Context: an optimization exercise on an open-source flow, tuned for small area, a short achievable clock period and few clock cycles. The choices shown serve that exercise and are no tape-out recipe.
At most, simulation tests tie the RTL to the original design; equivalence was not proved.
No functional check of the RTL was part of runs 5 to 7.
Power and IR drop assume default switching activity.

File: config.mk
export PLATFORM = sky130hd
export DESIGN_NAME = box_smoothing_3x3_edge_mean
export DESIGN_NICKNAME = box_smoothing_3x3_edge_mean
export VERILOG_FILES = /design/flow/design.v
export SDC_FILE = /design/flow/constraint.sdc
export NUM_CORES = 4
export LEC_CHECK = 0
export CAP_MARGIN = 20
export CORE_MARGIN = 2
export CORE_UTILIZATION = 65
export CTS_CLUSTER_DIAMETER = 100
export CTS_CLUSTER_SIZE = 24
export PLACE_DENSITY = 0.75
export SETUP_SLACK_MARGIN = 3.9
export SLEW_MARGIN = 20
File: constraint.sdc
create_clock -name core_clock -period 6.5 [get_ports {clk}]
set_input_delay 1.3000 -clock core_clock [delete_from_list [all_inputs] [get_ports {clk}]]
set_output_delay 1.3000 -clock core_clock [all_outputs]
set_load 0.01 [all_outputs]
File: design.v
package bsm_pkg;
  localparam int PIX_W  = 8;    
  localparam int POS_W  = 4;    
  localparam int SIZE_W = 5;    
  localparam int CS_W   = 10;   
  localparam int SUM_W  = 12;   
endpackage
module bsm_ram #(
  parameter int WIDTH = 8
) (
  input  logic             clk,
  input  logic             wr,
  input  logic [WIDTH-1:0] wdata,
  input  logic [3:0]       seg,
  output logic [WIDTH-1:0] tail,
  output logic [WIDTH-1:0] tail_next
);
  logic [WIDTH-1:0] head;
  logic [WIDTH-1:0] s1;
  logic [WIDTH-1:0] sg2 [2];
  logic [WIDTH-1:0] sg4 [4];
  logic [WIDTH-1:0] sg6 [6];
  logic [WIDTH-1:0] t0;
  logic [WIDTH-1:0] m1, m2, m3, m4;
  assign m1 = seg[0] ? s1     : head;
  assign m2 = seg[1] ? sg2[1] : m1;
  assign m3 = seg[2] ? sg4[3] : m2;
  assign m4 = seg[3] ? sg6[5] : m3;
  assign tail_next = t0;
  always_ff @(posedge clk) begin
    head   <= wr ? wdata : tail;
    s1     <= head;
    sg2[0] <= m1;
    sg2[1] <= sg2[0];
    sg4[0] <= m2;
    for (int i = 1; i < 4; i++) sg4[i] <= sg4[i-1];
    sg6[0] <= m3;
    for (int i = 1; i < 6; i++) sg6[i] <= sg6[i-1];
    t0     <= m4;
    tail   <= tail_next;
  end
endmodule
import bsm_pkg::*;
module bsm_div
(
  input  logic              clk,
  input  logic              rst,
  input  logic              adv,
  input  logic              sv,
  input  logic [SUM_W-1:0]  s,
  input  logic              n9,       
  input  logic              n6,
  input  logic              n4,
  output logic              dv,
  output logic [PIX_W-1:0]  q
);
  logic        xv, x9, y9;
  logic [13:0] x, xa, xb;
  logic [16:0] x7;
  logic [13:0] y;
  logic [19:0] m;
  assign xa = n4 ? {s[10:0], 3'd0} : {s, 2'd0};
  assign xb = (n6 ? 14'({s, 1'b0}) : 14'd0) | (n4 ? 14'(s) : 14'd0);
  assign x7 = {x, 3'd0} - 17'(x);
  assign m  = {y, 6'd0} + 20'(y) + (y9 ? 20'd1088 : 20'd1280);
  assign q  = m[18:11];
  always_ff @(posedge clk) begin
    if (adv) begin
      x  <= xa + xb;
      x9 <= n9;
      y  <= x7[16:3];
      y9 <= x9;
    end
    if (rst) begin
      xv <= 1'b0;
      dv <= 1'b0;
    end else if (adv) begin
      xv <= sv;
      dv <= xv;
    end
  end
endmodule
import bsm_pkg::*;
module bsm_dp
(
  input  logic              clk,
  input  logic              rst,
  input  logic              adv,
  input  logic              ev,
  input  logic              flush,
  input  logic              mask_b,
  input  logic              rows3,
  input  logic              c0,
  input  logic              c1,
  input  logic              cl,
  input  logic [PIX_W-1:0]  pix,
  input  logic [PIX_W-1:0]  up1,
  input  logic [PIX_W-1:0]  up1_next,
  input  logic [PIX_W-1:0]  up2_next,
  output logic              sv,       
  output logic [SUM_W-1:0]  s,
  output logic              s_n9,     
  output logic              s_n6,
  output logic              s_n4
);
  logic [PIX_W:0]    ab;
  logic [CS_W-1:0]   cs, w0, w1, w2;
  logic [CS_W:0]     pair;
  logic              jv, jc1, jcl, jrows3, ep, hr3, r3, c3;
  assign r3 = jv ? jrows3 : hr3;
  assign c3 = jv && !jc1;
  assign cs = CS_W'(flush ? '0 : pix) + (mask_b ? CS_W'(up1) : CS_W'(ab));
  always_ff @(posedge clk) begin
    ab <= (PIX_W+1)'(up1_next) + (PIX_W+1)'(up2_next);
    if (adv) begin
      if (ev) begin
        if (c0) begin
          w2 <= cs;
        end else begin
          w0 <= cs;
          w1 <= c1 ? w2 : w0;
        end
      end
      pair   <= c1 ? (CS_W+1)'(w2) : (CS_W+1)'(w0) + (CS_W+1)'(w1);
      jc1    <= c1;
      jcl    <= cl;
      jrows3 <= rows3;
      s       <= SUM_W'(w0) + (ep ? SUM_W'(w1) : SUM_W'(pair));
      if (jv) begin
        hr3 <= jrows3;
      end
      s_n9 <= r3 && c3;
      s_n6 <= r3 != c3;
      s_n4 <= !r3 && !c3;
    end
    if (rst) begin
      jv <= 1'b0;
      ep <= 1'b0;
      sv <= 1'b0;
    end else if (adv) begin
      jv <= ev && !c0;
      ep <= jv && jcl;
      sv <= jv || ep;
    end
  end
endmodule
import bsm_pkg::*;
module bsm_ctrl
(
  input  logic              clk,
  input  logic              rst,
  input  logic              cfg_write,
  input  logic [SIZE_W-1:0] image_size,
  input  logic              in_valid,
  output logic              in_stall,
  input  logic [PIX_W-1:0]  pixel,
  input  logic              adv,        
  input  logic              adv_next,   
  output logic [3:0]        side_m1,
  output logic [3:0]        seg,
  output logic [PIX_W-1:0]  pix_q,
  output logic              wr,         
  output logic              ev,         
  output logic              ev_fl,      
  output logic              flushing,   
  output logic              mask_b,     
  output logic              rows3,      
  output logic              c0,         
  output logic              c1,         
  output logic              cl          
);
  logic              pv;
  logic [3:0]        row, col, hd, fcol;
  logic              r1, rg1;    
  logic              s2;         
  logic              acc, pv_n, aligned, flush_ok, last_w, fl_done;
  logic [3:0]        row_n, col_n, hd_n, fcol_n;
  logic              flushing_n, ok_next;
  logic              row0, col0, col_last, row_last, hd_last, hd_wrap, rephase;
  assign row0     = (row == 4'd0);
  assign col0     = (col == 4'd0);
  assign col_last = (col == side_m1);
  assign row_last = (row == side_m1);
  assign hd_last  = (hd == side_m1);
  assign hd_wrap  = s2 ? (hd == 4'd2) : hd_last;
  assign rephase  = row0 && col0 && !flushing;
  assign aligned  = (hd == col) || rephase;
  assign flush_ok = !flushing || row0;
  assign wr       = pv && adv && aligned && flush_ok;
  assign ev_fl    = flushing && adv && (hd == fcol);
  assign ev       = (wr && !row0) || ev_fl;
  assign mask_b   = !flushing && r1;
  assign rows3    = !flushing && rg1;
  assign c0       = (hd == 4'd0);
  assign c1       = (hd == 4'd1);
  assign cl       = hd_last;
  assign last_w   = wr && row_last && col_last;
  assign fl_done  = ev_fl && hd_last;
  assign acc  = in_valid && !in_stall;
  assign pv_n = acc || (pv && !wr);
  always_comb begin
    row_n = row;
    col_n = col;
    if (wr) begin
      if (col_last) begin
        col_n = 4'd0;
        row_n = row_last ? 4'd0 : row + 4'd1;
      end else begin
        col_n = col + 4'd1;
      end
    end
    if (cfg_write) begin
      row_n = 4'd0;
      col_n = 4'd0;
    end
    if (wr && rephase) begin
      hd_n = 4'd1;
    end else begin
      hd_n = hd_wrap ? 4'd0 : hd + 4'd1;
    end
    flushing_n = flushing;
    fcol_n     = fcol;
    if (ev_fl) begin
      fcol_n = fcol + 4'd1;
    end
    if (fl_done) begin
      flushing_n = 1'b0;
    end
    if (last_w) begin
      flushing_n = 1'b1;
      fcol_n     = 4'd0;
    end
  end
  assign ok_next = acc && ((wr && !(s2 && col_last)) || (!pv && rephase));
  always_ff @(posedge clk) begin
    if (acc) begin
      pix_q <= pixel;
    end
    s2     <= (side_m1 == 4'd1);
    seg[3] <= (side_m1 >= 4'd8);
    seg[2:0] <= (side_m1 >= 4'd8) ? 3'(side_m1 - 4'd8) :
                (side_m1 == 4'd1) ? 3'd0 : 3'(side_m1 - 4'd2);
    if (rst) begin
      side_m1  <= 4'd15;
      pv       <= 1'b0;
      row      <= 4'd0;
      r1       <= 1'b0;
      rg1      <= 1'b0;
      col      <= 4'd0;
      hd       <= 4'd0;
      fcol     <= 4'd0;
      flushing <= 1'b0;
      in_stall <= 1'b0;
    end else begin
      if (cfg_write) begin
        if (image_size[4]) begin
          side_m1 <= 4'd15;
        end else if (image_size[3:1] == 3'd0) begin
          side_m1 <= 4'd1;
        end else begin
          side_m1 <= image_size[3:0] - 4'd1;
        end
      end
      pv       <= pv_n;
      row      <= row_n;
      r1       <= (row_n == 4'd1);
      rg1      <= (row_n > 4'd1);
      col      <= col_n;
      hd       <= hd_n;
      fcol     <= fcol_n;
      flushing <= flushing_n;
      in_stall <= pv_n && !(adv_next && ok_next);
    end
  end
endmodule
import bsm_pkg::*;
module box_smoothing_3x3_edge_mean
#(
  parameter int MAX_SIDE = 16
) (
  input  logic              clk,
  input  logic              rst,
  input  logic              cfg_write,
  input  logic [SIZE_W-1:0] image_size,
  input  logic              in_valid,
  output logic              in_stall,
  input  logic [PIX_W-1:0]  pixel,
  output logic              out_valid,
  input  logic              out_stall,
  output logic [PIX_W-1:0]  smoothed,
  output logic [POS_W-1:0]  out_row,
  output logic [POS_W-1:0]  out_col,
  output logic              last_of_run,
  output logic              frame_done
);
  logic             adv, adv_next, skid_v, skid_v_n;
  logic [PIX_W-1:0] skid_q;
  logic [3:0]       side_m1, seg;
  logic [PIX_W-1:0] pix_q, up1, up2, up1_next, up2_next;
  logic             wr, ev, ev_fl, flush, mask_b, rows3, c0, c1, cl;
  logic             sv, s_n9, s_n6, s_n4, dv;
  logic [SUM_W-1:0] s;
  logic [PIX_W-1:0] q;
  logic             out_free, inc, xfer;
  logic [3:0]       nrow, ncol;
  assign adv      = !skid_v;
  assign inc      = dv && adv;
  assign out_free = !out_valid || !out_stall;
  assign xfer     = out_valid && !out_stall;
  assign skid_v_n = skid_v ? !out_free : (inc && !out_free);
  assign adv_next = !skid_v_n;
  bsm_ctrl u_ctrl (
    .clk       (clk),
    .rst       (rst),
    .cfg_write (cfg_write),
    .image_size(image_size),
    .in_valid  (in_valid),
    .in_stall  (in_stall),
    .pixel     (pixel),
    .adv       (adv),
    .adv_next  (adv_next),
    .side_m1   (side_m1),
    .seg       (seg),
    .pix_q     (pix_q),
    .wr        (wr),
    .ev        (ev),
    .ev_fl     (ev_fl),
    .flushing  (flush),
    .mask_b    (mask_b),
    .rows3     (rows3),
    .c0        (c0),
    .c1        (c1),
    .cl        (cl)
  );
  bsm_ram #(.WIDTH(PIX_W)) u_up1 (
    .clk  (clk),
    .wr   (wr),
    .wdata(pix_q),
    .seg  (seg),
    .tail (up1),
    .tail_next(up1_next)
  );
  bsm_ram #(.WIDTH(PIX_W)) u_up2 (
    .clk  (clk),
    .wr   (wr),
    .wdata(up1),
    .seg  (seg),
    .tail (up2),
    .tail_next(up2_next)
  );
  bsm_dp u_dp (
    .clk    (clk),
    .rst    (rst),
    .adv    (adv),
    .ev     (ev),
    .flush  (flush),
    .mask_b (mask_b),
    .rows3  (rows3),
    .c0     (c0),
    .c1     (c1),
    .cl     (cl),
    .pix    (pix_q),
    .up1    (up1),
    .up1_next(up1_next),
    .up2_next(up2_next),
    .sv     (sv),
    .s      (s),
    .s_n9   (s_n9),
    .s_n6   (s_n6),
    .s_n4   (s_n4)
  );
  bsm_div u_div (
    .clk  (clk),
    .rst  (rst),
    .adv  (adv),
    .sv   (sv),
    .s    (s),
    .n9   (s_n9),
    .n6   (s_n6),
    .n4   (s_n4),
    .dv   (dv),
    .q    (q)
  );
  always_comb begin
    if (out_col == side_m1) begin
      ncol = 4'd0;
      nrow = (out_row == side_m1) ? 4'd0 : out_row + 4'd1;
    end else begin
      ncol = out_col + 4'd1;
      nrow = out_row;
    end
  end
  always_ff @(posedge clk) begin
    if (adv) begin
      skid_q <= q;
    end
    if (out_free) begin
      smoothed <= skid_v ? skid_q : q;
    end
    if (rst) begin
      skid_v      <= 1'b0;
      out_valid   <= 1'b0;
      out_row     <= 4'd0;
      out_col     <= 4'd0;
      last_of_run <= 1'b1;
      frame_done  <= 1'b0;
    end else begin
      skid_v <= skid_v_n;
      if (out_free) begin
        out_valid <= skid_v || inc;
      end
      if (cfg_write) begin
        out_row     <= 4'd0;
        out_col     <= 4'd0;
        last_of_run <= !(image_size <= SIZE_W'(2));
        frame_done  <= 1'b0;
      end else if (xfer) begin
        out_row     <= nrow;
        out_col     <= ncol;
        frame_done  <= (nrow == side_m1) && (ncol == side_m1);
        if (ncol == side_m1) begin
          last_of_run <= (nrow != side_m1 - 4'd1);
        end else if (ncol == side_m1 - 4'd1) begin
          last_of_run <= 1'b0;
        end else begin
          last_of_run <= (nrow != side_m1);
        end
      end
    end
  end
endmodule
File: run.sh
#!/bin/bash
# synth_recipe.tcl (not shown) runs the flow's synth.tcl, then flattens the netlist and writes it again
# the make line also repeats each setting of config.mk as NAME=value (left out here)
make -C /OpenROAD-flow-scripts/flow DESIGN_CONFIG=/design/flow/config.mk WORK_HOME=/design/flow/orfs CLKGATE_MAP_FILE= SYNTH_SCRIPT=/design/flow/synth_recipe.tcl finish
==> results of run 1 <==
-- cells in the final DEF, fill, tap and decap left out, types with 9 or more instances in the layout --
cell             count
dfxtp_4             10
xnor2_1             55
nor3_1              23
mux2_2              95
nor2_1              68
edfxtp_1           106
clkdlybuf4s50_1     15
clkbuf_1             9
a22o_1              11
mux2i_1              9
dfxtp_1            302
clkbuf_16           23
a21oi_2             14
inv_1               56
xor2_1              35
dlygate4sd2_1       20
nor2b_1             17
nand2b_1            15
o21ai_0             40
nand2_1             69
a21oi_1             36
a21o_1              15
mux2_4              10
ha_1                83
nand3_1             14
and2_1              10
buf_4               36
-- path summary, 6_finish.rpt --
check / startpoint / to / slack [ns] / depth (start not counted)
setup reg to reg: u_dp.s_n4 / u_div.x[13] / 3.86 / 10
hold reg to reg: u_up2.sg4[1][1] / u_up2.sg4[2][1] / 0.32 / 0
hold / removal: u_up2.sg4[1][1] / u_up2.sg4[2][1] / 0.32 / 0
setup / recovery: u_dp.s_n4 / u_div.x[13] / 3.86 / 10
-- through the flow --
step	total power [mW]	hold slack, ns	cell area, sq um	setup slack [ns]	utilization, %
floorplan	5.57	0.310	16200	3.82	-
global placement	6.02	0.310	16800	3.30	68.9
detailed placement	6.12	0.312	16800	3.12	68.9
CTS	7.70	0.320	17700	3.81	72.9
global route	8.41	0.323	18300	3.74	75.3
finish	7.94	0.317	18300	3.86	75.3
-- power groups by stage --
stage	Clock [mW]	Sequential (mW)	Combinational (mW)
after floorplan	0	4.05	1.52
after global placement	0	4.15	1.87
after detailed placement	0	4.19	1.93
after CTS	1.41	4.14	2.15
after global routing	1.50	4.22	2.69
final	1.39	4.13	2.43
-- worst reg2reg max path, cell delays in order (launching register included) --
cell      delay (ns)
edfxtp_1        0.43
buf_4           0.20
mux2_4          0.32
ha_1            0.27
a21o_1          0.16
a21oi_2         0.15
nor2b_1         0.08
nor4_2          0.25
o31ai_2         0.13
o41ai_2         0.28
xor2_1          0.11
-- layout make-up --
cell class              count  area, sq um  share of cell area, %
inverters                  61          239                   1.31
repair inverters            1         5.00                 0.0273
clock buffers              30          559                   3.06
well taps                 324          405                   2.21
multi-input cells         790         6630                   36.2
repair buffers             84          807                   4.41
clock inverters             2         17.5                 0.0957
flip-flops and latches    426         9640                   52.6
-- per-layer routing --
layer  global-route usage (%)  part of all wire (%)  vias up
met5                        0                     0        -
met4                     4.67                   1.6        0
met3                     2.54                   4.1       33
met2                     38.9                    50      127
met1                     27.5                    44     4500
li1                         -                     -     4725
-- state kept, by name, indices dropped and copies added (netlist names), 9 cells and up --
register	cells
u_up2.sg4	32
u_up1.sg2	16
u_dp.w0	10
u_up1.sg6	48
u_dp.w2	10
u_up1.sg4	32
u_div.x	14
u_up2.sg2	16
u_dp.s	12
u_dp.pair	11
u_up2.sg6	48
u_dp.w1	10
u_dp.ab	9
u_div.y	14
-- repair_timing --
item,4_1_cts,5_1_grt
gates cloned,2,3
setup buffers,18,23
pin swaps,21,37
endpoints found under the hold margin,0,0
setup endpoints to repair,122,101
resized for setup,82,91
-- logic make-up (layout without fill, tap and decap cells) --
| logic type | Yosys count | count (layout) | share of synthesized area [%] |
|---|---|---|---|
| xor+xnor | 97 | 97 | 5.28 |
| mux | 117 | 117 | 8.11 |
| simple gates | 287 | 287 | 8.94 |
| buf+inv | 105 | 178 | 2.59 |
| compound gates | 191 | 192 | 7.70 |
| flops | 426 | 426 | 59.6 |
| fa+ha+maj | 97 | 97 | 7.82 |
==> metrics.cfg, run 1 <==
[outcome]
outcome = finished clean

[clock_tree]
numClockSinks = 426
clock_latency_ns = 0.54
cts_tree = built
htreeDepth = 1
root_buffer = clkbuf_16
hold_buffers = 0
cts_made_buffers = 21
clkTransAtPathRegs_ns = 0.10
cts_buffer_depth = 3

[logic_synthesis]
synth_ff_type = dfxtp_1
netlist_instances = 1320
ys_warn_count = 8
synth.top_cell.area_share_pct = 39.8
synth_async_sr_flop_share_pct = 0
syn_avg_cell_area_sq_um = 12.2
synth_edf_count = 106
syn_nets = 1435
synth_area_leader_cell = dfxtp_1
synth_cell_types = 70
synth_area_leaders = dfxtp_1, edfxtp_1, ha_1, mux2_2, xnor2_1
synth-seq-cells = 426
yosysSeqAreaShare_pct = 59.6
synth_commonest_cells = dfxtp_1, edfxtp_1, mux2_2
syn_area_sq_um = 16100
synth.most_common_cell = dfxtp_1

[timing]
fin_crit_ns = 2.64
fmax_ghz = 0.378
worst_slew_pin_slew_ns = 1.00
maxSlewHeadroom_pct = 33.2
finalClockSkew_ns = 0.0271
setup_viol = 0
hold_viol = 0
rsz0062_at_grt = yes
min_period_over_period_pct = 40.7
slew_violations = 0
tns_ns = 0

[route]
wl_per_cell_microns = 16.6
finalWirelength_mm = 28.6
drc = 0
via_count = 9385
vias_per_cell = 5.46
ant_nets = 0
drt_iter0_drc = 415
firstDrtPassIters = 4

[pwr]
power_density_nw_per_um2 = 434
seqPwrFrac_pct = 52.0
irDropWorstVdd_mv = 0.339
pwr-share-clk_pct = 17.4
p_leak_nw = 7.52
p_sw_mw = 2.31
comb_power_share_pct = 30.6
switching_share_pct = 29.1
cell_internal_pwr_mw = 5.63

[setup_path]
worstSetupPathType = flop to flop
crit_arrival_ns = 2.92
cpPeakStageDelay_ns = 0.43
path_cells = buf_4, mux2_4, ha_1, a21o_1, a21oi_2, nor2b_1, nor4_2, o31ai_2, o41ai_2, xor2_1
crit_family = compound AO/OA/AOI/OAI gates
start_kind = flop
cp-end-kind = flop
cp.required_ns = 6.77
cp_slowest_cell = edfxtp_1
cp_num_buf_inv = 1
path_max_fanout = 8

[floorplanning]
fp.dieArea_sq_um = 26000
start_util_pct = 66.2
rows = 57
die_h_microns = 161
coreArea_sq_um = 24300
ios = 38
chipWidth_microns = 161

[placement]
dp.cells = 1640
place_hpwl_mm = 18.0
portBuffers = 37
gp_congestion = 0.820

[flow_run]
max_cap_viol_count = 0

[final_layout]
fillCellCount = 1631
nets = 1500
final_cells = 1718
layout-drive-gt1-share_pct = 20.9
antennaDiodeCount = 0
area_growth_pct = 13.7

[grt]
overflow = 0
gr-usage-all-layers_pct = 21.4
grt_pass1_vias = 9422
grt_max_degree = 64
antenna_found_initial = 0
grt_first_pass_wirelength_mm = 45.4

[hold_path]
hold_class = flop to flop

Testbench counts, summed over its fixed seeds: cycles 10,935.
==> run 2: changes to the inputs <==
--- a/config.mk
+++ b/config.mk
@@ -5,11 +5,12 @@
 export SDC_FILE = /design/flow/constraint.sdc
 export NUM_CORES = 4
 export LEC_CHECK = 0
-export CAP_MARGIN = 20
+export ABC_AREA = 1
+export CAP_MARGIN = 0
 export CORE_MARGIN = 2
 export CORE_UTILIZATION = 65
 export CTS_CLUSTER_DIAMETER = 100
 export CTS_CLUSTER_SIZE = 24
 export PLACE_DENSITY = 0.75
-export SETUP_SLACK_MARGIN = 3.9
-export SLEW_MARGIN = 20
+export SETUP_SLACK_MARGIN = 4.0
+export SLEW_MARGIN = 0
==> metrics.cfg, run 2 <==
[timing]
rsz0062_at_grt = yes
fmax_ghz = 0.406  ; +7.2%
setup_viol = 0  ; unchanged
finalClockSkew_ns = 0.0197  ; -0.00738 ns
fin_crit_ns = 2.46  ; -0.179 ns
min_period_over_period_pct = 37.9  ; -2.7 points
tns_ns = 0  ; unchanged
hold_viol = 0  ; unchanged
maxSlewHeadroom_pct = 29.9  ; -3.3 points
slew_violations = 0  ; unchanged
worst_slew_pin_slew_ns = 1.05  ; +0.0492 ns

[pwr]
power_density_nw_per_um2 = 421  ; -3.1%
irDropWorstVdd_mv = 0.339  ; +0.10%
p_leak_nw = 8.10  ; +7.7%

[route]
drc = 0  ; unchanged
finalWirelength_mm = 30.4  ; +6.4%
vias_per_cell = 5.29  ; -3.1%
firstDrtPassIters = 7  ; +3
drt_iter0_drc = 812  ; +96%
ant_nets = 0  ; unchanged
via_count = 10900  ; +16%
wl_per_cell_microns = 14.8  ; -11%

[hold_path]
min_to = u_up2.sg4[3][5]
hp-start = u_up2.sg4[2][5]
hold_class = flop to flop
hold_depth = 0  ; unchanged

[placement]
place_hpwl_mm = 20.8  ; +15%
portBuffers = 37  ; unchanged
gp_congestion = 0.865  ; +5.5%
dp.cells = 1996  ; +22%

[logic_synthesis]
netlist_instances = 1671  ; +27%
synth.most_common_cell = nand2_1
synth.top_cell.area_share_pct = 39.4  ; -0.39 points
syn_area_sq_um = 16300  ; +0.98%
ys_warn_count = 8  ; unchanged
synth_edf_count = 106  ; unchanged
synth_cell_types = 50  ; -29%
synth_commonest_cells = nand2_1, dfxtp_1, inv_1
synth_area_leaders = dfxtp_1, edfxtp_1, nand2_1, ha_1, inv_1
syn_avg_cell_area_sq_um = 9.73  ; -20%
synth_async_sr_flop_share_pct = 0  ; unchanged
syn_nets = 1786  ; +24%
yosysSeqAreaShare_pct = 59.0  ; -0.58 points
synth_area_leader_cell = dfxtp_1
synth_ff_type = dfxtp_1
synth-seq-cells = 426  ; unchanged

[final_layout]
reg_top3 = u_up1.sg6 (48), u_up2.sg6 (48)
antennaDiodeCount = 0  ; unchanged
nets = 1845  ; +23%
fillCellCount = 1747  ; +7.1%
final_cells = 2061  ; +20%
mostFrequentLayoutCell = nand2_1
regArea_sq_um = 9630  ; about the same
most-common-layout-cells = nand2_1, dfxtp_1, inv_1
area_growth_pct = 10.6
layout-drive-gt1-share_pct = 9.96  ; -11 points
multi_input_area_sq_um = 6050  ; -8.9%

[floorplanning]
coreArea_sq_um = 24500  ; +0.59%
chipWidth_microns = 162  ; +0.48%
die_h_microns = 162  ; +0.48%
rows = 57  ; unchanged
start_util_pct = 66.5  ; +0.26 points
ios = 38  ; unchanged
fp.dieArea_sq_um = 26300  ; +0.96%

[setup_path]
path_cells = clkdlybuf4s15_2
path_max_fanout = 7  ; -1
cp-end-kind = output port
worstReg2RegStart = u_div.y[8]
cp.required_ns = 5.20  ; -1.57 ns
crit_family = flip-flops
worstSetupPathType = flop to output port
cp_num_buf_inv = 1  ; unchanged
cpPeakStageDelay_ns = 0.40  ; -0.03 ns
crit_arrival_ns = 1.16  ; -1.76 ns
worst_r2r_endpoint = smoothed[7]
start_kind = flop
r2r_cells = 11  ; +1
reg2reg_setup_slack_ns = 4.04  ; +0.18 ns
cp_slowest_cell = dfxtp_4

[clock_tree]
root_buffer = clkbuf_16
htreeDepth = 1  ; unchanged
cts_tree = built
hold_buffers = 0  ; unchanged
cts_buffer_depth = 3  ; unchanged
clkTransAtPathRegs_ns = 0.10  ; about the same
cts_made_buffers = 21  ; unchanged
clock_latency_ns = 0.53  ; about the same
numClockSinks = 426  ; unchanged

[flow_run]
max_cap_viol_count = 0  ; unchanged

[grt]
antenna_found_initial = 0  ; unchanged
grt_pass1_vias = 10300  ; +8.9%
grt_max_degree = 72  ; +13%
overflow = 0  ; unchanged
gr-usage-all-layers_pct = 22.6  ; +1.2 points
grt_first_pass_wirelength_mm = 48.7  ; +7.3%

[outcome]
outcome = finished clean

[run 2: cell types whose count changed in the layout (fill, tap and decap cells not counted), moves of 18 or more]
cell | before | now
xnor2_1 | 55 | 16
nor2_1 | 68 | 108
o21ai_0 | 40 | 90
inv_1 | 56 | 163
mux2_2 | 95 | 16
nand2_1 | 69 | 398
nand3_1 | 14 | 44
dlygate4sd2_1 | 20 | 2
a21oi_1 | 36 | 74
[run 2: worst max path at each step]
stage / start / endpoint / slack (ns) / cells after the start
finish: out_col[1] / out_col[1] / 4.04 / 1
global route: u_ctrl.side_m1[3] / last_of_run / 3.87 / 15
CTS: u_ctrl.in_stall / in_stall / 3.99 / 1
detailed placement: rst / u_ctrl.col[3] / 3.09 / 5
global placement: rst / u_ctrl.col[3] / 3.11 / 5
floorplan: u_dp.s_n4 / u_div.x[10] / 4.02 / 15
[run 2: power breakdown]
group	internal (mW)	total (mW)	switching (mW)
Sequential	3.65	3.92	0.275
Combinational	0.908	2.23	1.32
Clock	0.638	1.41	0.774
[run 2: layer usage]
| metal | up-vias | track usage (%) | part of all wire, % |
|---|---|---|---|
| met5 | - | 0 | 0 |
| met4 | 0 | 4.30 | 1.5 |
| met3 | 35 | 2.63 | 3.8 |
| met2 | 193 | 41.3 | 51 |
| met1 | 5137 | 29.2 | 44 |
| li1 | 5543 | - | - |
[run 2: layout make-up]
cell class | instances | share of cell area, %
Sequential cell | 426 | 53.6
Multi-Input combinational cell | 1033 | 33.6
Inverter | 174 | 3.74
Timing Repair Buffer | 73 | 3.51
Clock buffer | 28 | 3.07
Tap cell | 324 | 2.26
Clock inverter | 2 | 0.188
Timing Repair inverter | 1 | 0.0418
[run 2: kinds of logic after synthesis]
group                      synth area share [%]
and+or+nand+nor                            15.0
DFF                                        59.0
AOI/OAI and AO/OA                          8.37
buffers and inverters                      5.13
adders and majority gates                  7.74
xor gates and xnor gates                   3.61
muxes                                      1.11
[run 2: timing repair]
item / 4_1_cts / 5_1_grt
endpoints found under the hold margin: 0 / 0
setup buffers: 6 / 27
cloned: 0 / 2
pin swaps: 0 / 22
setup endpoints to repair: 100 / 80
resized for setup: 72 / 68
[run 2: metrics by stage]
stage / hold slack (ns) / power (mW) / util [%] / instance area (sq um) / worst slack (ns)
final: 0.319 / 7.56 / 73.5 / 18000 / 4.04
after global routing: 0.323 / 8.04 / 73.5 / 18000 / 3.87
after CTS: 0.320 / 7.45 / 71.9 / 17600 / 3.99
after detailed placement: 0.312 / 6.02 / 69.0 / 16900 / 3.09
after global placement: 0.310 / 5.93 / 69.0 / 16900 / 3.11
after floorplan: 0.310 / 5.43 / - / 16300 / 4.02
==> run 3: changes to the inputs <==
--- a/config.mk
+++ b/config.mk
@@ -12,5 +12,5 @@
 export CTS_CLUSTER_DIAMETER = 100
 export CTS_CLUSTER_SIZE = 24
 export PLACE_DENSITY = 0.75
-export SETUP_SLACK_MARGIN = 4.0
+export SETUP_SLACK_MARGIN = 3.9
 export SLEW_MARGIN = 0
==> metrics.cfg, run 3 <==
[setup_path]
cp-end-kind = output port
cp_slowest_cell = dfxtp_2
crit_arrival_ns = 1.26  ; +0.10 ns
start_kind = flop
reg2reg_setup_slack_ns = 4.05  ; about the same
cp_num_buf_inv = 1  ; unchanged
worstSetupPathType = flop to output port
path_cells = dlygate4sd2_1
crit_family = flip-flops
cpPeakStageDelay_ns = 0.42  ; +0.02 ns
worstReg2RegStart = u_ctrl.flushing
worst_r2r_endpoint = u_dp.w0[8]
cp.required_ns = 5.20  ; about the same
path_max_fanout = 8  ; +1
r2r_cells = 15  ; +4

[timing]
rsz0062_at_grt = no
finalClockSkew_ns = 0.0257  ; +0.00600 ns
holdWs_ns = 0.322  ; +0.00275 ns
tns_ns = 0  ; unchanged
hold_viol = 0  ; unchanged
setup_ws_ns = 3.94  ; -0.0985 ns
min_period_over_period_pct = 39.4  ; +1.5 points
fin_crit_ns = 2.56  ; +0.0985 ns
maxSlewHeadroom_pct = 27.7  ; -2.2 points
fmax_ghz = 0.390  ; -3.8%
setup_viol = 0  ; unchanged
worst_slew_pin_slew_ns = 1.08  ; +0.0334 ns
slew_violations = 0  ; unchanged

[clock_tree]
cts_tree = built
numClockSinks = 426  ; unchanged
clkTransAtPathRegs_ns = 0.10  ; about the same
htreeDepth = 1  ; unchanged
cts_buffer_depth = 3  ; unchanged
clock_latency_ns = 0.54  ; about the same
root_buffer = clkbuf_16
cts_made_buffers = 21  ; unchanged
hold_buffers = 0  ; unchanged

[route]
via_count = 10800  ; -1.2%
finalWirelength_mm = 29.9  ; -1.7%
wl_per_cell_microns = 14.7  ; -0.69%
ant_nets = 0  ; unchanged
drc = 0  ; unchanged
firstDrtPassIters = 6  ; -1
vias_per_cell = 5.28  ; -0.20%
drt_iter0_drc = 755  ; -7.0%

[logic_synthesis]
syn_area_sq_um = 16300  ; unchanged
synth_edf_count = 106  ; unchanged
synth.most_common_cell = nand2_1
syn_nets = 1786  ; unchanged
synth_commonest_cells = nand2_1, dfxtp_1, inv_1
synth.top_cell.area_share_pct = 39.4  ; unchanged
synth_area_leaders = dfxtp_1, edfxtp_1, nand2_1, ha_1, inv_1
synth_cell_types = 50  ; unchanged
synth_area_leader_cell = dfxtp_1
ys_warn_count = 8  ; unchanged
yosysSeqAreaShare_pct = 59.0  ; unchanged
netlist_instances = 1671  ; unchanged
syn_avg_cell_area_sq_um = 9.73  ; unchanged
synth_async_sr_flop_share_pct = 0  ; unchanged
synth_ff_type = dfxtp_1
synth-seq-cells = 426  ; unchanged

[floorplanning]
start_util_pct = 66.5  ; unchanged
chipWidth_microns = 162  ; unchanged
rows = 57  ; unchanged
coreArea_sq_um = 24500  ; unchanged
ios = 38  ; unchanged
fp.dieArea_sq_um = 26300  ; unchanged
die_h_microns = 162  ; unchanged

[flow_run]
max_cap_viol_count = 0  ; unchanged

[grt]
gr-usage-all-layers_pct = 22.7  ; +0.16 points
grt_pass1_vias = 10500  ; +2.2%
antenna_found_initial = 0  ; unchanged
grt_first_pass_wirelength_mm = 49.3  ; +1.3%
grt_max_degree = 72  ; unchanged
overflow = 0  ; unchanged

[final_layout]
antennaDiodeCount = 0  ; unchanged
area_growth_pct = 8.61
final_util_pct = 72.2  ; -1.3 points
reg_top3 = u_up1.sg6 (48), u_up2.sg6 (48)
fillCellCount = 1809  ; +3.5%
layout-drive-gt1-share_pct = 6.93  ; -3.0 points
mostFrequentLayoutCell = nand2_1
most-common-layout-cells = nand2_1, dfxtp_1, inv_1
nets = 1824  ; -1.1%

[hold_path]
hold_class = flop to flop
hold_depth = 0  ; unchanged
hp-start = u_up2.sg6[3][5]
min_to = u_up2.sg6[4][5]

[placement]
gp_congestion = 0.866  ; +0.10%
place_hpwl_mm = 20.9  ; +0.69%
post-place-ws_ns = 3.08  ; -0.00939 ns
portBuffers = 37  ; unchanged

[pwr]
p_leak_nw = 8.01  ; -1.2%
total_power_mw = 7.42  ; -1.9%
irDropWorstVdd_mv = 0.314  ; -7.4%
power_density_nw_per_um2 = 420  ; about the same

[outcome]
outcome = finished clean

[run 3: metal layers]
layer	global-route usage, %	up-vias	share of wire [%]
met5	0	-	0
met4	5.43	0	1.8
met3	2.32	47	3.1
met2	41.0	163	50
met1	29.7	5063	45
li1	-	5508	-
[run 3: worst max path at each step]
stage / start / slack (ns) / to / cells after the start
floorplan: u_ctrl.flushing / 3.95 / u_dp.w0[8] / 15
global placement: rst / 3.12 / u_ctrl.col[3] / 5
detailed placement: rst / 3.08 / u_ctrl.col[3] / 5
CTS: u_dp.ep / 3.91 / u_dp.s[9] / 14
global route: u_dp.s_n4 / 3.88 / u_div.x[10] / 15
finish: out_col[0] / 3.94 / out_col[0] / 1
[run 3: cell families (layout without fill, tap and decap cells)]
logic type	count (synthesis)	count (layout)	synth area share [%]
and+or+nand+nor	609	609	15.0
DFF	426	426	59.0
AOI/OAI and AO/OA	243	243	8.37
buffers and inverters	213	259	5.13
adders and majority gates	97	97	7.74
xor gates and xnor gates	67	67	3.61
muxes	16	16	1.11
[run 3: repair_timing]
item,CTS,global route
resized for setup,45,30
setup endpoints to repair,69,60
buffers inserted,6,8
pin swaps,1,3
[run 3: per-stage QoR]
stage / instance area, sq um / std cells
floorplan: 16300 / 1671
global placement: 16900 / 1996
detailed placement: 16900 / 1996
CTS: 17500 / 2033
global route: 17700 / 2041
finish: 17700 / 2041
[run 3: area by class of cell]
| type | instances | area [sq um] | share of cell area, % |
|---|---|---|---|
| clock inverters | 1 | 8.76 | 0.0496 |
| multi-input cells | 1032 | 5920 | 33.5 |
| clock buffers | 30 | 559 | 3.17 |
| inverters | 174 | 669 | 3.79 |
| well taps | 324 | 405 | 2.30 |
| repair buffers | 54 | 470 | 2.66 |
| flip-flops and latches | 426 | 9620 | 54.5 |
[run 3: power by group]
group	switching, mW	total (mW)	internal, mW	leakage [nW]
clock network	0.778	1.38	0.604	0.274
registers	0.272	3.92	3.65	3.76
logic	1.28	2.12	0.843	3.97
==> run 4: changes to the inputs <==
==> config.mk (replaced) <==
export PLATFORM = sky130hd
export DESIGN_NAME = box_smoothing_3x3_edge_mean
export DESIGN_NICKNAME = box_smoothing_3x3_edge_mean
export VERILOG_FILES = /design/flow/design.v
export SDC_FILE = /design/flow/constraint.sdc
export NUM_CORES = 4
export LEC_CHECK = 0
export CAP_MARGIN = 0
export CORE_MARGIN = 2
export CORE_UTILIZATION = 75
export CTS_BUF_LIST = sky130_fd_sc_hd__clkbuf_8
export CTS_CLUSTER_SIZE = 25
export PLACE_DENSITY = 0.88
export SETUP_SLACK_MARGIN = 3.9
export SLEW_MARGIN = 0
==> metrics.cfg, run 4 <==
[grt]
gr-usage-all-layers_pct = 29.1  ; +6.4 points
grt_pass1_vias = 10500  ; -0.25%
overflow = 0  ; unchanged
grt_busiest_layer = met2
grt_first_pass_wirelength_mm = 51.5  ; +4.4%
grt_max_degree = 63  ; -13%
gr-usage-met3_pct = 4.52  ; +2.2 points
grt_use_met2_pct = 54.5  ; +14 points
grt.met1_usage_pct = 32.8  ; +3.1 points
antenna_found_initial = 0  ; unchanged

[timing]
worst_slew_pin_slew_ns = 1.10  ; +0.0182 ns
maxSlewHeadroom_pct = 26.5  ; -1.2 points
slew_violations = 0  ; unchanged
fmax_ghz = 0.370  ; -5.3%
setup_viol = 0  ; unchanged
fin_crit_ns = 2.71  ; +0.143 ns
finalClockSkew_ns = 0.0365  ; +0.0108 ns
rsz0062_at_grt = yes
holdWs_ns = 0.304  ; -0.0176 ns
tns_ns = 0  ; unchanged
min_period_over_period_pct = 41.6  ; +2.2 points
hold_viol = 0  ; unchanged

[setup_path]
r2r_cells = 11  ; -4
crit_arrival_ns = 3.02  ; +1.76 ns
start_kind = flop
path_max_fanout = 4  ; -4
cp.required_ns = 6.82  ; +1.62 ns
worstReg2RegStart = u_div.y[10]
worst_r2r_endpoint = smoothed[7]
reg2reg_setup_slack_ns = 3.79  ; -0.26 ns
cp-end-kind = flop
worstSetupPathType = flop to flop

[hold_path]
hold_depth = 0  ; unchanged
hold_class = flop to flop
min_to = u_up1.sg6[2][6]
hp-start = u_up1.sg6[1][6]

[clock_tree]
root_buffer = clkbuf_8
htreeDepth = 2  ; +1
hold_buffers = 0  ; unchanged
cts_buffer_depth = 3  ; unchanged
clkTransAtPathRegs_ns = 0.07  ; -0.03 ns
clock_latency_ns = 0.61  ; +0.07 ns
cts_made_buffers = 60  ; +190%
numClockSinks = 426  ; unchanged
cts_tree = built

[logic_synthesis]
yosysSeqAreaShare_pct = 59.6  ; +0.58 points
syn_avg_cell_area_sq_um = 12.2  ; +25%
synth_ff_type = dfxtp_1
synth_async_sr_flop_share_pct = 0  ; unchanged
synth_area_leaders = dfxtp_1, edfxtp_1, ha_1, mux2_2, xnor2_1
synth-seq-cells = 426  ; unchanged
netlist_instances = 1320  ; -21%
syn_nets = 1435  ; -20%
synth_commonest_cells = dfxtp_1, edfxtp_1, mux2_2
synth_edf_count = 106  ; unchanged
ys_warn_count = 8  ; unchanged
synth.most_common_cell = dfxtp_1
synth_cell_types = 70  ; +40%
syn_area_sq_um = 16100  ; -0.97%
synth_area_leader_cell = dfxtp_1
synth.top_cell.area_share_pct = 39.8  ; +0.39 points

[floorplanning]
fp.dieArea_sq_um = 22700  ; -14%
die_h_microns = 151  ; -7.2%
ios = 38  ; unchanged
rows = 53  ; -7.0%
chipWidth_microns = 151  ; -7.2%
coreArea_sq_um = 21000  ; -14%
start_util_pct = 76.6  ; +10 points

[route]
drt_iter0_drc = 639  ; -15%
via_count = 10400  ; -3.8%
vias_per_cell = 5.93  ; +12%
drc = 0  ; unchanged
finalWirelength_mm = 34.9  ; +17%
ant_nets = 0  ; unchanged
wl_per_cell_microns = 20.0  ; +36%
firstDrtPassIters = 6  ; unchanged

[final_layout]
mostFrequentLayoutCell = dfxtp_1
most-common-layout-cells = dfxtp_1, edfxtp_1, mux2_2
reg_top3 = u_up1.sg6 (48), u_up2.sg6 (48)
antennaDiodeCount = 0  ; unchanged
layout-drive-gt1-share_pct = 22.2  ; +15 points
area_growth_pct = 16.5
nets = 1539  ; -16%

[pwr]
p_leak_nw = 7.87  ; -1.7%
irDropWorstVdd_mv = 0.422  ; +34%
total_power_mw = 8.79  ; +18%
power_density_nw_per_um2 = 469  ; +12%

[placement]
place_hpwl_mm = 19.1  ; -8.7%
portBuffers = 37  ; unchanged
gp_congestion = 0.845  ; -2.4%

[flow_run]
max_cap_viol_count = 0  ; unchanged

[outcome]
outcome = finished clean

-- run 4: power by group --
group	switching, mW	internal, mW
registers	0.413	3.80
clock network	0.975	1.11
logic	1.30	1.20
-- run 4: how the worst max path moves through the flow --
stage	slack, ns	endpoint	start	cells past startpoint
final	3.79	smoothed[7]	u_div.y[10]	11
after global placement	3.35	u_dp.w0[8]	u_ctrl.flushing	11
after CTS	3.89	u_div.y[11]	u_div.x[0]	8
after global routing	3.61	smoothed[7]	u_div.y[10]	11
after floorplan	3.82	u_div.x[13]	u_dp.s_n4	11
after detailed placement	3.22	u_ctrl.in_stall	in_valid	4
-- run 4: worst max-delay path, stage by stage (launching register included) --
cell and delay (ns):
edfxtp_1 0.52, inv_1 0.10, ha_1 0.30, inv_1 0.05
ha_1 0.29, o21a_1 0.15, a2111oi_4 0.33, buf_4 0.18
o31ai_4 0.07, nand3_1 0.11, xor2_1 0.21, o21ai_1 0.14
-- run 4: metal layers --
| layer | share of wire, % | vias up | wire (microns) |
|---|---|---|---|
| met5 | 0 | - | 0 |
| met3 | 4.6 | 118 | 1620 |
| met4 | 4.2 | 0 | 1450 |
| met2 | 53 | 369 | 18400 |
| li1 | - | 4829 | - |
| met1 | 39 | 5052 | 13500 |
-- run 4: per-stage QoR --
stage	cell area [sq um]	setup WS, ns	utilization, %	cells
after floorplan	16200	3.82	-	1320
after global placement	16700	3.35	79.4	1590
after detailed placement	16700	3.22	79.4	1590
after CTS	18400	3.89	87.4	1729
after global routing	18800	3.61	89.2	1747
final	18800	3.79	89.2	1747
-- run 4: timing repair --
item / in CTS / in global routing
pin swaps: 25 / 29
setup buffers: 28 / 17
cloned: 1 / 1
endpoints found under the setup margin: 95 / 96
gates resized for setup: 91 / 60
-- run 4: layout make-up --
| cell class | instances | area (sq um) |
|---|---|---|
| flip-flops and latches | 426 | 9630 |
| multi-input cells | 790 | 6570 |
| fillers | 880 | 2270 |
| clock buffers | 71 | 977 |
| repair buffers | 84 | 734 |
| well taps | 275 | 344 |
| clock inverters | 39 | 246 |
| inverters | 61 | 241 |
| repair inverters | 1 | 5.00 |
-- run 4: kinds of logic (layout without fill, tap and decap cells) --
kind of cell	count (synthesis)	in the layout	share of synthesized area, %
simple gates	287	287	8.94
fa+ha+maj	97	97	7.82
compound gates	191	192	7.70
mux	117	117	8.11
xor+xnor	97	97	5.28
buf+inv	105	256	2.59
flops	426	426	59.6
==> run 5: changes to the inputs <==
--- a/design.v
+++ b/design.v
@@ -172,19 +172,18 @@
   logic              pv;
   logic [3:0]        row, col, hd, fcol;
   logic              r1, rg1;    
+  logic              row0, col0, eq;   
   logic              s2;         
   logic              acc, pv_n, aligned, flush_ok, last_w, fl_done;
   logic [3:0]        row_n, col_n, hd_n, fcol_n;
   logic              flushing_n, ok_next;
-  logic              row0, col0, col_last, row_last, hd_last, hd_wrap, rephase;
-  assign row0     = (row == 4'd0);
-  assign col0     = (col == 4'd0);
+  logic              col_last, row_last, hd_last, hd_wrap, rephase;
   assign col_last = (col == side_m1);
   assign row_last = (row == side_m1);
   assign hd_last  = (hd == side_m1);
   assign hd_wrap  = s2 ? (hd == 4'd2) : hd_last;
   assign rephase  = row0 && col0 && !flushing;
-  assign aligned  = (hd == col) || rephase;
+  assign aligned  = eq || rephase;
   assign flush_ok = !flushing || row0;
   assign wr       = pv && adv && aligned && flush_ok;
   assign ev_fl    = flushing && adv && (hd == fcol);
@@ -244,6 +243,9 @@
       side_m1  <= 4'd15;
       pv       <= 1'b0;
       row      <= 4'd0;
+      row0     <= 1'b1;
+      col0     <= 1'b1;
+      eq       <= 1'b1;
       r1       <= 1'b0;
       rg1      <= 1'b0;
       col      <= 4'd0;
@@ -263,6 +265,9 @@
       end
       pv       <= pv_n;
       row      <= row_n;
+      row0     <= (row_n == 4'd0);
+      col0     <= (col_n == 4'd0);
+      eq       <= (hd_n == col_n);
       r1       <= (row_n == 4'd1);
       rg1      <= (row_n > 4'd1);
       col      <= col_n;
--- a/config.mk
+++ b/config.mk
@@ -5,11 +5,11 @@
 export SDC_FILE = /design/flow/constraint.sdc
 export NUM_CORES = 4
 export LEC_CHECK = 0
-export CAP_MARGIN = 0
+export CAP_MARGIN = 20
 export CORE_MARGIN = 2
-export CORE_UTILIZATION = 75
+export CORE_UTILIZATION = 65
 export CTS_BUF_LIST = sky130_fd_sc_hd__clkbuf_8
 export CTS_CLUSTER_SIZE = 25
-export PLACE_DENSITY = 0.88
+export PLACE_DENSITY = 0.75
 export SETUP_SLACK_MARGIN = 3.9
-export SLEW_MARGIN = 0
+export SLEW_MARGIN = 20
==> metrics.cfg, run 5 <==
[logic_synthesis]
ys_warn_count = 8  ; unchanged
syn_nets = 1421  ; -0.98%
syn_area_sq_um = 16100  ; about the same
yosysSeqAreaShare_pct = 59.9  ; +0.33 points
synth_ff_type = dfxtp_1
synth_area_leaders = dfxtp_1, edfxtp_1, mux2_2, ha_1, xnor2_1
netlist_instances = 1308  ; -0.91%
synth_cell_types = 67  ; -4.3%
synth_commonest_cells = dfxtp_1, mux2_2, edfxtp_1
synth_async_sr_flop_share_pct = 0  ; unchanged
syn_avg_cell_area_sq_um = 12.3  ; +1.0%
synth.top_cell.area_share_pct = 40.1  ; +0.34 points
synth.most_common_cell = dfxtp_1
synth_edf_count = 106  ; unchanged
synth_area_leader_cell = dfxtp_1
synth-seq-cells = 429  ; +0.70%

[timing]
finalClockSkew_ns = 0.0345  ; -0.00202 ns
tns_ns = 0  ; unchanged
setup_viol = 0  ; unchanged
maxSlewHeadroom_pct = 40.4  ; +14 points
fin_crit_ns = 2.81  ; +0.102 ns
holdWs_ns = 0.301  ; -0.00306 ns
rsz0062_at_grt = yes
fmax_ghz = 0.356  ; -3.6%
min_period_over_period_pct = 43.2  ; +1.6 points
hold_viol = 0  ; unchanged
setup_ws_ns = 3.69  ; -0.102 ns
slew_violations = 0  ; unchanged
worst_slew_pin_slew_ns = 0.892  ; -0.209 ns

[clock_tree]
clkTransAtPathRegs_ns = 0.06  ; about the same
numClockSinks = 429  ; +0.70%
root_buffer = clkbuf_8
htreeDepth = 3  ; +1
hold_buffers = 0  ; unchanged
clock_latency_ns = 0.59  ; -0.02 ns
cts_tree = built
cts_made_buffers = 66  ; +10%
cts_buffer_depth = 3  ; unchanged

[setup_path]
worstReg2RegStart = u_dp.s_n4
path_cells = buf_6, mux2_4, ha_4, a21o_1, a21oi_2, o21bai_1, a21oi_2, o21bai_1, a21oi_2, buf_4, nor4b_4, or3_1
cpPeakStageDelay_ns = 0.50  ; -0.02 ns
worst-path-stages = 12  ; +1
endpoint = u_div.x[12]
cp_slowest_cell = edfxtp_1
worstSetupPathType = flop to flop
cp.required_ns = 6.82  ; about the same
cp-end-kind = flop
cp_num_buf_inv = 2  ; -1
crit_start = u_dp.s_n4
worst_r2r_endpoint = u_div.x[12]
reg2reg_setup_slack_ns = 3.69  ; -0.10 ns
start_kind = flop
crit_arrival_ns = 3.13  ; +0.11 ns
cpMostUsedCell = a21oi_2
crit_family = compound AO/OA/AOI/OAI gates
path_max_fanout = 7  ; +3
r2r_cells = 12  ; +1

[final_layout]
most-common-layout-cells = dfxtp_1, edfxtp_1, mux2_2
final_cells = 1794  ; +2.7%
layout-drive-gt1-share_pct = 22.9  ; +0.71 points
antennaDiodeCount = 0  ; unchanged
stdcell_area_sq_um = 18800  ; +0.35%
final_util_pct = 77.4  ; -12 points
nets = 1531  ; -0.52%
mostFrequentLayoutCell = dfxtp_1
reg_top3 = u_up1.sg6 (48), u_up2.sg6 (48)
area_growth_pct = 16.8

[grt]
overflow = 0  ; unchanged
grt_first_pass_wirelength_mm = 46.5  ; -9.8%
gr-usage-all-layers_pct = 21.9  ; -7.2 points
grt_pass1_vias = 9834  ; -6.0%
grt_max_degree = 62  ; -1.6%
antenna_found_initial = 0  ; unchanged

[route]
vias_per_cell = 5.32  ; -10%
firstDrtPassIters = 5  ; -1
wl_per_cell_microns = 15.6  ; -22%
via_count = 9552  ; -7.9%
finalWirelength_mm = 27.9  ; -20%
drc = 0  ; unchanged
drt_iter0_drc = 450  ; -30%
ant_nets = 0  ; unchanged

[floorplanning]
ios = 38  ; unchanged
coreArea_sq_um = 24300  ; +16%
chipWidth_microns = 161  ; +7.3%
start_util_pct = 66.2  ; -10 points
rows = 57  ; +7.5%
die_h_microns = 161  ; +7.3%
fp.dieArea_sq_um = 26100  ; +15%

[placement]
place_hpwl_mm = 18.0  ; -6.1%
dp.cells = 1631  ; +2.6%
post-place-ws_ns = 3.19  ; -0.0259 ns
gp_congestion = 0.841  ; -0.47%
placed_cell_area_sq_um = 16800  ; +0.42%
portBuffers = 37  ; unchanged

[hold_path]
hold_class = flop to flop

[pwr]
total_power_mw = 8.17  ; -7.1%
power_density_nw_per_um2 = 434  ; -7.4%
irDropWorstVdd_mv = 0.353  ; -16%
p_leak_nw = 8.05  ; +2.2%

[flow_run]
max_cap_viol_count = 0  ; unchanged

[outcome]
outcome = finished clean

[run 5: how the worst min path moves through the flow]
stage	cells past startpoint	slack (ns)	start	endpoint
final	0	0.30	u_up2.sg2[0][1]	u_up2.sg2[1][1]
after global routing	0	0.31	u_up2.sg2[0][1]	u_up2.sg2[1][1]
after CTS	0	0.30	u_up2.sg2[0][1]	u_up2.sg2[1][1]
after detailed placement	0	0.31	u_up1.sg2[0][7]	u_up1.sg2[1][7]
after global placement	0	0.31	u_up1.sg6[2][1]	u_up1.sg6[3][1]
after floorplan	0	0.31	u_up1.sg2[0][0]	u_up1.sg2[1][0]
[run 5: worst register-to-register path, delay by kind of cell (launching register included)]
| kind | cells | cell delay [ns] |
|---|---|---|
| compound gates | 6 | 0.65 |
| flops | 1 | 0.50 |
| simple gates | 2 | 0.50 |
| buf+inv | 2 | 0.31 |
| mux | 1 | 0.31 |
| fa+ha+maj | 1 | 0.28 |
[run 5: repair_timing]
action                     4_1_cts  5_1_grt
resized for setup               62       45
pin swaps                       31       36
cloned                           0        1
setup buffers                   25       17
setup endpoints to repair       63       44
[run 5: area by class of cell]
type                       instances  area (sq um)
clock buffer                      79          1090
clock inverter                    41           343
fill                            1606          5500
inverter                          67           259
multi-input combinational        772          6340
sequential                       429          9690
tap                              324           405
timing repair buffer              81           694
timing repair inverter             1          5.00
[run 5: power breakdown]
part | total (mW) | internal, mW | switching (mW) | leakage [nW]
Sequential | 3.85 | 3.57 | 0.284 | 3.76
Clock | 2.34 | 1.32 | 1.02 | 0.815
Combinational | 1.98 | 1.01 | 0.971 | 3.48
Total | 8.17 | 5.90 | 2.28 | 8.05
[run 5: logic make-up after synthesis]
family / share of synthesized area [%]
XOR/XNOR: 5.60
multiplexers: 8.11
flip-flops: 59.9
buffers and inverters: 2.81
AO/OA/AOI/OAI: 7.59
AND/OR/NAND/NOR: 8.34
adder cells (fa/ha/maj): 7.66
[run 5: routing by layer]
| metal | up-vias | GRT usage, % | part of all wire, % |
|---|---|---|---|
| met5 | - | 0 | 0 |
| met4 | 0 | 7.59 | 2.1 |
| met3 | 60 | 4.42 | 4.4 |
| met2 | 184 | 38.3 | 50 |
| met1 | 4503 | 27.1 | 44 |
| li1 | 4805 | - | - |
==> run 6: changes to the inputs <==
--- a/config.mk
+++ b/config.mk
@@ -8,8 +8,8 @@
 export CAP_MARGIN = 20
 export CORE_MARGIN = 2
 export CORE_UTILIZATION = 65
-export CTS_BUF_LIST = sky130_fd_sc_hd__clkbuf_8
-export CTS_CLUSTER_SIZE = 25
+export CTS_CLUSTER_DIAMETER = 100
+export CTS_CLUSTER_SIZE = 24
 export PLACE_DENSITY = 0.75
 export SETUP_SLACK_MARGIN = 3.9
 export SLEW_MARGIN = 20
==> metrics.cfg, run 6 <==
[outcome]
outcome = finished clean

[clock_tree]
clock_latency_ns = 0.53  ; -0.06 ns
htreeDepth = 1  ; -2
clkTransAtPathRegs_ns = 0.09  ; +0.03 ns
hold_buffers = 0  ; unchanged
cts_buffer_depth = 3  ; unchanged
numClockSinks = 429  ; unchanged
root_buffer = clkbuf_16
cts_tree = built
cts_made_buffers = 21  ; -68%

[logic_synthesis]
synth.top_cell.area_share_pct = 40.1  ; unchanged
synth_cell_types = 67  ; unchanged
synth_edf_count = 106  ; unchanged
synth_async_sr_flop_share_pct = 0  ; unchanged
synth_area_leaders = dfxtp_1, edfxtp_1, mux2_2, ha_1, xnor2_1
synth.most_common_cell = dfxtp_1
syn_avg_cell_area_sq_um = 12.3  ; unchanged
synth_commonest_cells = dfxtp_1, mux2_2, edfxtp_1
syn_nets = 1421  ; unchanged
synth_area_leader_cell = dfxtp_1
netlist_instances = 1308  ; unchanged
synth_ff_type = dfxtp_1
syn_area_sq_um = 16100  ; unchanged
yosysSeqAreaShare_pct = 59.9  ; unchanged
ys_warn_count = 8  ; unchanged
synth-seq-cells = 429  ; unchanged

[setup_path]
worstSetupPathType = flop to flop
worst_r2r_endpoint = u_div.x[12]
r2r_cells = 12  ; unchanged
path_max_fanout = 7  ; unchanged
crit_family = compound AO/OA/AOI/OAI gates
cp.required_ns = 6.79  ; -0.03 ns
cp_slowest_cell = edfxtp_1
cp-end-kind = flop
cpPeakStageDelay_ns = 0.52  ; +0.02 ns
path_cells = buf_6, mux2_4, ha_4, a21o_1, a21oi_2, o21bai_1, a21oi_2, o21bai_1, a21oi_2, buf_4, nor4b_4, or3_1
cpMostUsedCell = a21oi_2
cp_num_buf_inv = 2  ; unchanged
reg2reg_setup_slack_ns = 3.69  ; about the same
start_kind = flop
crit_arrival_ns = 3.10  ; -0.03 ns
worstReg2RegStart = u_dp.s_n4

[timing]
worst_slew_pin_slew_ns = 0.894  ; +0.00203 ns
slew_violations = 0  ; unchanged
fmax_ghz = 0.356  ; about the same
maxSlewHeadroom_pct = 40.3  ; -0.14 points
hold_viol = 0  ; unchanged
finalClockSkew_ns = 0.0197  ; -0.0148 ns
min_period_over_period_pct = 43.2  ; about the same
rsz0062_at_grt = yes
fin_crit_ns = 2.81  ; +0.00121 ns
setup_viol = 0  ; unchanged
tns_ns = 0  ; unchanged

[floorplanning]
chipWidth_microns = 161  ; unchanged
fp.dieArea_sq_um = 26100  ; unchanged
ios = 38  ; unchanged
rows = 57  ; unchanged
coreArea_sq_um = 24300  ; unchanged
start_util_pct = 66.2  ; unchanged
die_h_microns = 161  ; unchanged

[grt]
antenna_found_initial = 0  ; unchanged
grt_max_degree = 62  ; unchanged
grt_pass1_vias = 9185  ; -6.6%
gr-usage-all-layers_pct = 20.7  ; -1.2 points
grt_first_pass_wirelength_mm = 44.5  ; -4.3%
overflow = 0  ; unchanged

[pwr]
p_leak_nw = 7.53  ; -6.4%
irDropWorstVdd_mv = 0.320  ; -9.4%
power_density_nw_per_um2 = 401  ; -7.6%

[placement]
gp_congestion = 0.841  ; unchanged
place_hpwl_mm = 18.0  ; unchanged
portBuffers = 37  ; unchanged

[final_layout]
fillCellCount = 1696  ; +5.6%
antennaDiodeCount = 0  ; unchanged
reg_top3 = u_up1.sg6 (48), u_up2.sg6 (48)
mostFrequentLayoutCell = dfxtp_1
layout-drive-gt1-share_pct = 19.8  ; -3.2 points
nets = 1492  ; -2.5%
final_util_pct = 74.2  ; -3.2 points
most-common-layout-cells = dfxtp_1, edfxtp_1, mux2_2
area_growth_pct = 12.0

[hold_path]
hp-start = u_up2.sg6[4][3]
min_to = u_up2.sg6[5][3]
hold_class = flop to flop
hold_depth = 0  ; unchanged

[route]
ant_nets = 0  ; unchanged
finalWirelength_mm = 26.9  ; -3.5%
wl_per_cell_microns = 15.7  ; +1.2%
via_count = 9237  ; -3.3%
drt_iter0_drc = 434  ; -3.6%
vias_per_cell = 5.40  ; +1.5%
firstDrtPassIters = 5  ; unchanged
drc = 0  ; unchanged

[flow_run]
max_cap_viol_count = 0  ; unchanged

==> run 6: worst max-delay path by stage <==
stage,from,end,cells past startpoint
2_1_floorplan,u_dp.s_n4,u_div.x[12],13
3_3_place_gp,u_ctrl.flushing,u_dp.w0[8],12
5_1_grt,u_dp.s_n4,u_div.x[12],12
6_report,u_dp.s_n4,u_div.x[12],12
4_1_cts,u_dp.s_n4,u_div.x[12],11
3_5_place_dp,u_ctrl.flushing,u_dp.w0[8],12
==> run 6: kinds of logic (layout without fill, tap and decap cells) <==
family | count (synthesis) | after routing | share of synthesized area, %
AOI/OAI and AO/OA | 187 | 187 | 7.59
muxes | 117 | 117 | 8.11
buffers and inverters | 107 | 185 | 2.81
and+or+nand+nor | 270 | 270 | 8.34
DFF | 429 | 429 | 59.9
xor gates and xnor gates | 103 | 103 | 5.60
adders and majority gates | 95 | 95 | 7.66
==> run 6: power breakdown <==
part           total [mW]  leakage, nW  internal [mW]  switching [mW]
combinational        2.03         3.50           1.04           0.985
sequential           3.84         3.76           3.56           0.276
clock                1.38        0.272          0.600           0.777
==> run 6: layer usage <==
metal / track usage, % / part of all wire, % / up-vias
met2: 36.6 / 49 / 139
met1: 27.3 / 46 / 4392
met5: 0 / 0 / -
li1: - / - / 4674
met3: 2.77 / 3.6 / 32
met4: 4.67 / 1.5 / 0
==> run 6: through the flow <==
step           setup WS [ns]  instance area [sq um]  hold slack [ns]  total power [mW]  std cells
2_1_floorplan           3.66                  16200            0.310              5.15       1308
3_3_place_gp            3.28                  16800            0.310              5.51       1631
4_1_cts                 3.70                  17700            0.325              7.13       1693
3_5_place_dp            3.19                  16800            0.312              5.59       1631
6_report                3.69                  18000            0.323              7.24       1710
5_1_grt                 3.51                  18000            0.330              7.69       1710
==> run 6: timing repair <==
action,CTS,global route
endpoints found under the setup margin,65,39
gates resized for setup,72,44
setup buffers,32,16
pin swaps,40,33
cloned,0,1
==> run 6: area by class of cell <==
type | count | area [sq um] | area share, %
sequential | 429 | 9690 | 53.7
multi-input combinational | 772 | 6380 | 35.4
timing repair buffer | 87 | 746 | 4.13
clock buffer | 29 | 556 | 3.08
tap | 324 | 405 | 2.25
inverter | 67 | 259 | 1.44
clock inverter | 1 | 5.00 | 0.0277
timing repair inverter | 1 | 5.00 | 0.0277
==> run 7: changes to the inputs <==
--- a/config.mk
+++ b/config.mk
@@ -5,11 +5,12 @@
 export SDC_FILE = /design/flow/constraint.sdc
 export NUM_CORES = 4
 export LEC_CHECK = 0
-export CAP_MARGIN = 20
+export ABC_AREA = 1
+export CAP_MARGIN = 0
 export CORE_MARGIN = 2
 export CORE_UTILIZATION = 65
 export CTS_CLUSTER_DIAMETER = 100
 export CTS_CLUSTER_SIZE = 24
 export PLACE_DENSITY = 0.75
 export SETUP_SLACK_MARGIN = 3.9
-export SLEW_MARGIN = 20
+export SLEW_MARGIN = 0
==> metrics.cfg, run 7 <==
[outcome]
outcome = finished clean

[final_layout]
mostFrequentLayoutCell = nand2_1
fillCellCount = 1821  ; +7.4%
area_growth_pct = 9.31
nets = 1823  ; +22%
layout-drive-gt1-share_pct = 8.39  ; -11 points
antennaDiodeCount = 0  ; unchanged
regArea_sq_um = 9680  ; about the same
reg_top3 = u_up1.sg6 (48), u_up2.sg6 (48)
multi_input_area_sq_um = 6050  ; -5.2%
most-common-layout-cells = nand2_1, dfxtp_1, inv_1

[timing]
tns_ns = 0  ; unchanged
setup_viol = 0  ; unchanged
finalClockSkew_ns = 0.0207  ; +0.00105 ns
worst_slew_pin_slew_ns = 1.09  ; +0.196 ns
hold_viol = 0  ; unchanged
slew_violations = 0  ; unchanged
maxSlewHeadroom_pct = 27.2  ; -13 points
rsz0062_at_grt = yes
fin_crit_ns = 2.53  ; -0.278 ns
setup_ws_ns = 3.97  ; +0.278 ns
min_period_over_period_pct = 38.9  ; -4.3 points
fmax_ghz = 0.395  ; +11%

[floorplanning]
coreArea_sq_um = 25000  ; +2.6%
chipWidth_microns = 163  ; +0.84%
fp.dieArea_sq_um = 26500  ; +1.7%
die_h_microns = 163  ; +0.84%
rows = 58  ; +1.8%
ios = 38  ; unchanged
start_util_pct = 65.7  ; -0.59 points

[setup_path]
cp_slowest_cell = dfxtp_2
cp.required_ns = 5.20  ; -1.59 ns
crit_family = flip-flops
crit_arrival_ns = 1.23  ; -1.87 ns
cpPeakStageDelay_ns = 0.41  ; -0.11 ns
start_kind = flop
path_max_fanout = 7  ; unchanged
reg2reg_setup_slack_ns = 3.98  ; +0.29 ns
worstSetupPathType = flop to output port
cp_num_buf_inv = 1  ; -1
cp-end-kind = output port
path_cells = dlygate4sd2_1

[route]
finalWirelength_mm = 30.8  ; +14%
via_count = 10900  ; +18%
firstDrtPassIters = 6  ; +1
drc = 0  ; unchanged
drt_iter0_drc = 840  ; +94%
ant_nets = 0  ; unchanged
vias_per_cell = 5.32  ; -1.6%
wl_per_cell_microns = 15.0  ; -4.5%

[clock_tree]
htreeDepth = 1  ; unchanged
numClockSinks = 429  ; unchanged
root_buffer = clkbuf_16
cts_buffer_depth = 3  ; unchanged
clkTransAtPathRegs_ns = 0.10  ; about the same
cts_tree = built
hold_buffers = 0  ; unchanged
cts_made_buffers = 21  ; unchanged
clock_latency_ns = 0.53  ; about the same

[placement]
portBuffers = 37  ; unchanged
post-place-ws_ns = 3.14  ; -0.0507 ns
gp_congestion = 0.867  ; +3.1%
place_hpwl_mm = 21.1  ; +18%

[logic_synthesis]
synthSimpleGateAreaFrac_pct = 15.0  ; +6.7 points
synth.top_cell.area_share_pct = 39.5  ; -0.69 points
synth_cell_types = 47  ; -30%
synth_commonest_cells = nand2_1, dfxtp_1, inv_1
synth-seq-cells = 429  ; unchanged
synth_async_sr_flop_share_pct = 0  ; unchanged
synth_top_family_by_area = simple AND/OR/NAND/NOR gates
synth.most_common_cell = nand2_1
synth_ff_type = dfxtp_1
yosysSeqAreaShare_pct = 58.9  ; -1.0 points
synth_edf_count = 106  ; unchanged
synth_area_leader_cell = dfxtp_1
syn_avg_cell_area_sq_um = 9.81  ; -20%
yosys-mux-area-fraction_pct = 1.10  ; -7.0 points
synth_compound_area_share_pct = 8.05  ; +0.47 points
synthAdderAreaFrac_pct = 7.53  ; -0.13 points
syn_nets = 1783  ; +25%
syn_area_sq_um = 16400  ; +1.7%
synth_area_leaders = dfxtp_1, edfxtp_1, nand2_1, ha_1, inv_1
synthXorXnorAreaFrac_pct = 4.27  ; -1.3 points
ys_warn_count = 8  ; unchanged
netlist_instances = 1670  ; +28%

[hold_path]
hold_class = flop to flop

[grt]
grt_pass1_vias = 10500  ; +14%
grt_max_degree = 70  ; +13%
grt_first_pass_wirelength_mm = 49.8  ; +12%
gr-usage-all-layers_pct = 23.1  ; +2.3 points
antenna_found_initial = 0  ; unchanged
overflow = 0  ; unchanged

[pwr]
p_leak_nw = 8.11  ; +7.7%
power_density_nw_per_um2 = 413  ; +2.9%
irDropWorstVdd_mv = 0.414  ; +29%

[flow_run]
max_cap_viol_count = 0  ; unchanged

==> run 7: area by class of cell <==
class                      count  area share [%]
inverter                     170            3.67
timing repair buffer          53            2.81
tap                          330            2.30
multi-input combinational   1032            33.8
clock inverter                 1           0.168
clock buffer                  29            3.10
timing repair inverter         3           0.126
sequential                   429            54.0
==> run 7: timing repair <==
action / CTS / global route
setup buffers: 4 / 10
pin swaps: 1 / 21
endpoints found under the setup margin: 98 / 71
resized for setup: 52 / 58
gates cloned: 0 / 4
==> run 7: report_power, final <==
| group | internal, mW | switching [mW] | leakage [nW] |
|---|---|---|---|
| Clock | 0.640 | 0.778 | 0.282 |
| Sequential | 3.64 | 0.268 | 3.79 |
| Combinational | 0.839 | 1.23 | 4.04 |
==> run 7: kinds of logic after synthesis <==
| family | after synthesis |
|---|---|
| buffers and inverters | 209 |
| AO/OA/AOI/OAI | 237 |
| XOR/XNOR | 80 |
| AND/OR/NAND/NOR | 604 |
| adder cells (fa/ha/maj) | 95 |
| multiplexers | 16 |
| flip-flops | 429 |
==> run 7: per-layer routing <==
layer / up-vias / share of wire (%) / routed length (microns) / track usage [%]
li1: 5509 / - / - / -
met4: 0 / 3.0 / 916 / 6.92
met5: - / 0 / 0 / 0
met3: 74 / 3.6 / 1120 / 2.55
met2: 231 / 50 / 15300 / 41.2
met1: 5070 / 44 / 13400 / 29.6
==> run 7: final timing paths <==
| kind | to | start | cells after the start |
|---|---|---|---|
| max | out_row[1] | out_row[1] | 1 |
| min | u_up2.sg6[5][7] | u_up2.sg6[4][7] | 0 |
| max reg2reg | u_div.x[13] | u_dp.s_n4 | 13 |
| min reg2reg | u_up2.sg6[5][7] | u_up2.sg6[4][7] | 0 |
==> run 7: through the flow <==
| step | util, % | std cells | total power, mW | instance area, sq um | hold slack [ns] |
|---|---|---|---|---|---|
| after global placement | 68.0 | 1999 | 5.79 | 17000 | 0.310 |
| after CTS | 70.6 | 2033 | 7.30 | 17600 | 0.326 |
| after floorplan | - | 1670 | 5.31 | 16400 | 0.310 |
| final | 71.8 | 2047 | 7.40 | 17900 | 0.319 |
| after detailed placement | 68.0 | 1999 | 5.89 | 17000 | 0.312 |
| after global routing | 71.8 | 2047 | 7.87 | 17900 | 0.331 |

-- what the ideal ports hide --
Ports are ideal in the flow. The routed layouts listed here were re-timed in OpenROAD.
Step 1 sets driving cells, clkbuf_16 on the clock port and buf_2 on the other inputs (assumed; they add their load-dependent delay and slew).
Step 2 also shifts input and output timing later by t, the mid clock arrival at the registers, as if the neighbouring blocks saw the same clock.
Three values: no drivers, after step 1, after step 2; two values: the first two.
| run | t (ns) | setup WS [ns] |
|---|---|---|
| run 1 | 0.574 | 3.857 / 3.857 / 3.531 |
| run 2 | 0.566 | 4.035 / 3.986 / 3.514 |
| run 3 | 0.572 | 3.937 / 3.889 / 3.526 |
| run 4 | 0.637 | 3.794 / 3.794 / 3.432 |
| run 5 | 0.620 | 3.692 / 3.692 / 3.452 |
| run 6 | 0.569 | 3.690 / 3.690 / 3.500 |
| run 7 | 0.566 | 3.969 / 3.920 / 3.468 |
After both steps every run listed still meets setup and hold.
